What follows belongs to an exercise in optimizing a design on an open flow for small area; a production flow would make more cautious choices. Only simulation tests tie the RTL to the original design; equivalence was not proved. Power is estimated from default activity; no workload was simulated.

// yreg_file
module yreg_file #(
  parameter int WIDTH = 32,
  parameter int ADDR  = 5
) (
  input  logic             clk,
  input  logic             rst,
  input  logic [ADDR-1:0]  rn1,
  input  logic [ADDR-1:0]  rn2,
  input  logic [ADDR-1:0]  wn,
  input  logic [WIDTH-1:0] d,
  input  logic             w,
  output logic [WIDTH-1:0] rd1,
  output logic [WIDTH-1:0] rd2
);
Size: ~2200 cells after synthesis, about 1000 flip-flops, ~110 I/O pins.
export LEC_CHECK = 0
export CAP_MARGIN = 20
export CORE_MARGIN = 2
export CORE_UTILIZATION = 65
export SLEW_MARGIN = 20
export SYNTH_HIERARCHICAL = 1
export SYNTH_MINIMUM_KEEP_SIZE = 0
create_clock -name core_clock -period 7.0 [get_ports {clk}]
standard.sh (not shown) runs the stock make flow with config.mk's settings and CLKGATE_MAP_FILE= SYNTH_SCRIPT=/design/flow/synth_recipe.tcl, a recipe that flattens the netlist after the stock synthesis.
==> flow/flow/run.sh <==
#!/bin/bash
# The standard flow (standard synthesis unchanged), with these layout changes:
#  - before global placement, AND gates with a fanout over 20 (the register
#    select and write strobes) get the x2 drive (flow/pre_place.tcl);
#  - ports are buffered with buf_2 instead of the slow delay buffer the
#    resizer picks by default, and the port buffers are then set to buf_1
#    just before repair_design, which re-sizes any that are too weak
#    (flow/pre_resize.tcl);
#  - CTS clusters up to 16 sinks per clkbuf_8 leaf buffer and inserts no
#    dummy loads.
# The full make output is written to standard_flow.log.
set -uo pipefail
bash standard.sh \
  "BUFFER_PORTS_ARGS=-buffer_cell sky130_fd_sc_hd__buf_2" \
  "PRE_GLOBAL_PLACE_TCL=$PWD/flow/pre_place.tcl" \
  "PRE_RESIZE_TCL=$PWD/flow/pre_resize.tcl" \
  "CTS_ARGS=-sink_clustering_enable -repair_clock_nets -dont_use_dummy_load -buf_list {sky130_fd_sc_hd__clkbuf_8} -sink_clustering_size 16 -sink_clustering_max_diameter 60" \
  finish > standard_flow.log 2>&1
==> flow/flow/pre_place.tcl <==
# Register select and write strobe gates each drive a full row of WIDTH
# cells; give AND gates with such a fanout the x2 drive up front, so that
# repair sizes rather than buffers them.
set block [ord::get_db_block]
set db [ord::get_db]
set map [dict create \
  sky130_fd_sc_hd__and3_1 sky130_fd_sc_hd__and3_2 \
  sky130_fd_sc_hd__and2_1 sky130_fd_sc_hd__and2_2 \
  sky130_fd_sc_hd__and2_0 sky130_fd_sc_hd__and2_2]
set n 0
foreach inst [$block getInsts] {
  set m [[$inst getMaster] getName]
  if {![dict exists $map $m]} { continue }
  set out [$inst findITerm X]
  if {$out eq "NULL"} { continue }
  set net [$out getNet]
  if {$net eq "NULL"} { continue }
  if {[llength [$net getITerms]] < 21} { continue }
  $inst swapMaster [$db findMaster [dict get $map $m]]
  incr n
}
puts "pre_gpl_size: $n high-fanout AND gates set to x2"
Other scripts of this flow, unchanged in this note and not shown: flow/flow/pre_resize.tcl
Change:
--- a/flow/flow/run.sh
+++ b/flow/flow/run.sh
@@ -2,4 +2,2 @@
 # The standard flow (standard synthesis unchanged), with these layout changes:
-#  - before global placement, AND gates with a fanout over 20 (the register
-#    select and write strobes) get the x2 drive (flow/pre_place.tcl);
 #  - ports are buffered with buf_2 instead of the slow delay buffer the
--- a/flow/flow/pre_place.tcl
+++ b/flow/flow/pre_place.tcl
@@ -7,4 +7,4 @@
   sky130_fd_sc_hd__and3_1 sky130_fd_sc_hd__and3_2 \
-  sky130_fd_sc_hd__and2_1 sky130_fd_sc_hd__and2_2 \
-  sky130_fd_sc_hd__and2_0 sky130_fd_sc_hd__and2_2]
+  sky130_fd_sc_hd__and2_1 sky130_fd_sc_hd__and2_4 \
+  sky130_fd_sc_hd__and2_0 sky130_fd_sc_hd__and2_4]
 set n 0
@@ -21,2 +21,2 @@
 }
-puts "pre_gpl_size: $n high-fanout AND gates set to x2"
+puts "pre_gpl_size: $n high-fanout AND gates upsized"
- GPL_TIMING_DRIVEN: unset -> 0
Global-route usage falls by 1.9 points.
Clock power is about the same.
Area after synthesis does not change.
Worst hold slack loses 7.3 ps.
Wire length falls by about 4%.
Via count falls by 2.9%.
Non-clock buffer count falls by 35.
Change:
--- a/flow/flow/pre_place.tcl
+++ b/flow/flow/pre_place.tcl
@@ -1,4 +1,4 @@
 # Register select and write strobe gates each drive a full row of WIDTH
-# cells; give AND gates with such a fanout the x2 drive up front, so that
-# repair sizes rather than buffers them.
+# cells; give AND gates with such a fanout more drive up front (and3 x2,
+# and2 x4), so that repair sizes rather than buffers them.
 set block [ord::get_db_block]
- CAP_MARGIN: 20 -> 5
- SLEW_MARGIN: 20 -> 5
Result: Final area stays flat. Critical path depth is unchanged. Hold slack stays flat. Utilization is about the same. Power hardly moves. Die area stays the same. Synthesized area is unchanged.

---

Another version of the RTL of yreg_file (not shown whole).
For scale: roughly 40000 um^2 of cells after synthesis.
export LEC_CHECK = 0
export CAP_MARGIN = 20
export CORE_MARGIN = 2
export CORE_UTILIZATION = 55
export SLEW_MARGIN = 20
export SYNTH_HIERARCHICAL = 1
export SYNTH_MINIMUM_KEEP_SIZE = 0
create_clock -name core_clock -period 7.0 [get_ports {clk}]
==> flow/flow/run.sh <==
#!/bin/bash
# The standard flow (standard synthesis unchanged), with these layout changes:
#  - ports are buffered with buf_2 instead of the slow delay buffer the
#    resizer picks by default;
#  - CTS clusters up to 24 sinks per leaf buffer, uses clkbuf_8/16 and
#    inserts no dummy loads;
#  - after global routing, cells off the critical paths are downsized
#    (repair_timing -recover_power 100).
set -uo pipefail
bash standard.sh \
  "BUFFER_PORTS_ARGS=-buffer_cell sky130_fd_sc_hd__buf_2" \
  "CTS_ARGS=-sink_clustering_enable -repair_clock_nets -dont_use_dummy_load -buf_list {sky130_fd_sc_hd__clkbuf_8 sky130_fd_sc_hd__clkbuf_16} -sink_clustering_size 24 -sink_clustering_max_diameter 80" \
  RECOVER_POWER=100 \
  finish > standard_flow.log 2>&1
The starting point reached the layout checks and failed them: capacitance limit, slew limit.
Change:
--- a/flow/flow/run.sh
+++ b/flow/flow/run.sh
@@ -2 +2 @@
-# The standard flow (standard synthesis unchanged), with these layout changes:
+# The standard flow (standard synthesis unchanged), with three layout changes:
@@ -6,3 +6 @@
-#    inserts no dummy loads;
-#  - after global routing, cells off the critical paths are downsized
-#    (repair_timing -recover_power 100).
+#    inserts no dummy loads.
@@ -13 +10,0 @@
-  RECOVER_POWER=100 \
Settings changed: CORE_UTILIZATION 55 to 65.
Now the flow produced a clean layout.
Synthesized cell count stays the same.
Synthesized area stays the same.
Via count goes up by 1.7%.
Count of clock-buffer cells in the layout decreases by 2.
Power falls by 1.1%.
Die area fell by 15%.
Critical path depth grows by 1.
Clock skew stays the same.
Wire length fell by 6.4%.

[static timing again, ports no longer ideal]
Ports are ideal in the flow. The routed layouts listed here were re-timed in OpenROAD.
Step 1 sets driving cells, clkbuf_16 on the clock port and buf_2 on the other inputs (assumed; they add their load-dependent delay and slew).
Step 2 moves the port delays by t, midway between the first and last clock arrival at a register: inputs arrive t later, outputs are due t later. That takes back most of the time a late clock gives input paths.
Slacks: ideal ports / drivers / drivers and shift; pairs: ideal ports / drivers.
run	shift t [ns]	setup WS [ns]	worst hold slack (ns)	slew at the worst register clock pin (ns)	worst data-port slew with drivers (ns)	max-slew violations
the first run of note 1	0.738	0.527 / 0.500 / 0.500	0.488 / 0.488 / 0.488	0.11 / 0.11	0.09	0 / 0
the second run of note 1	0.742	0.429 / 0.402 / 0.402	0.481 / 0.481 / 0.481	0.11 / 0.11	0.07	0 / 0
the third run of note 1	0.744	0.344 / 0.319 / 0.319	0.484 / 0.484 / 0.484	0.11 / 0.11	0.08	0 / 0
the first run of note 2	0.698	0.478 / 0.445 / 0.445	0.465 / 0.465 / 0.465	0.10 / 0.10	0.08	1544 / 1545
the second run of note 2	0.684	0.907 / 0.840 / 0.840	0.473 / 0.473 / 0.473	0.10 / 0.10	0.14	0 / 0
The drivers bring new slew violations in the first run of note 2. For the second run of note 2, which loses most, drivers alone change the setup slack by -0.067 ns; drivers and shift together by -0.067 ns.
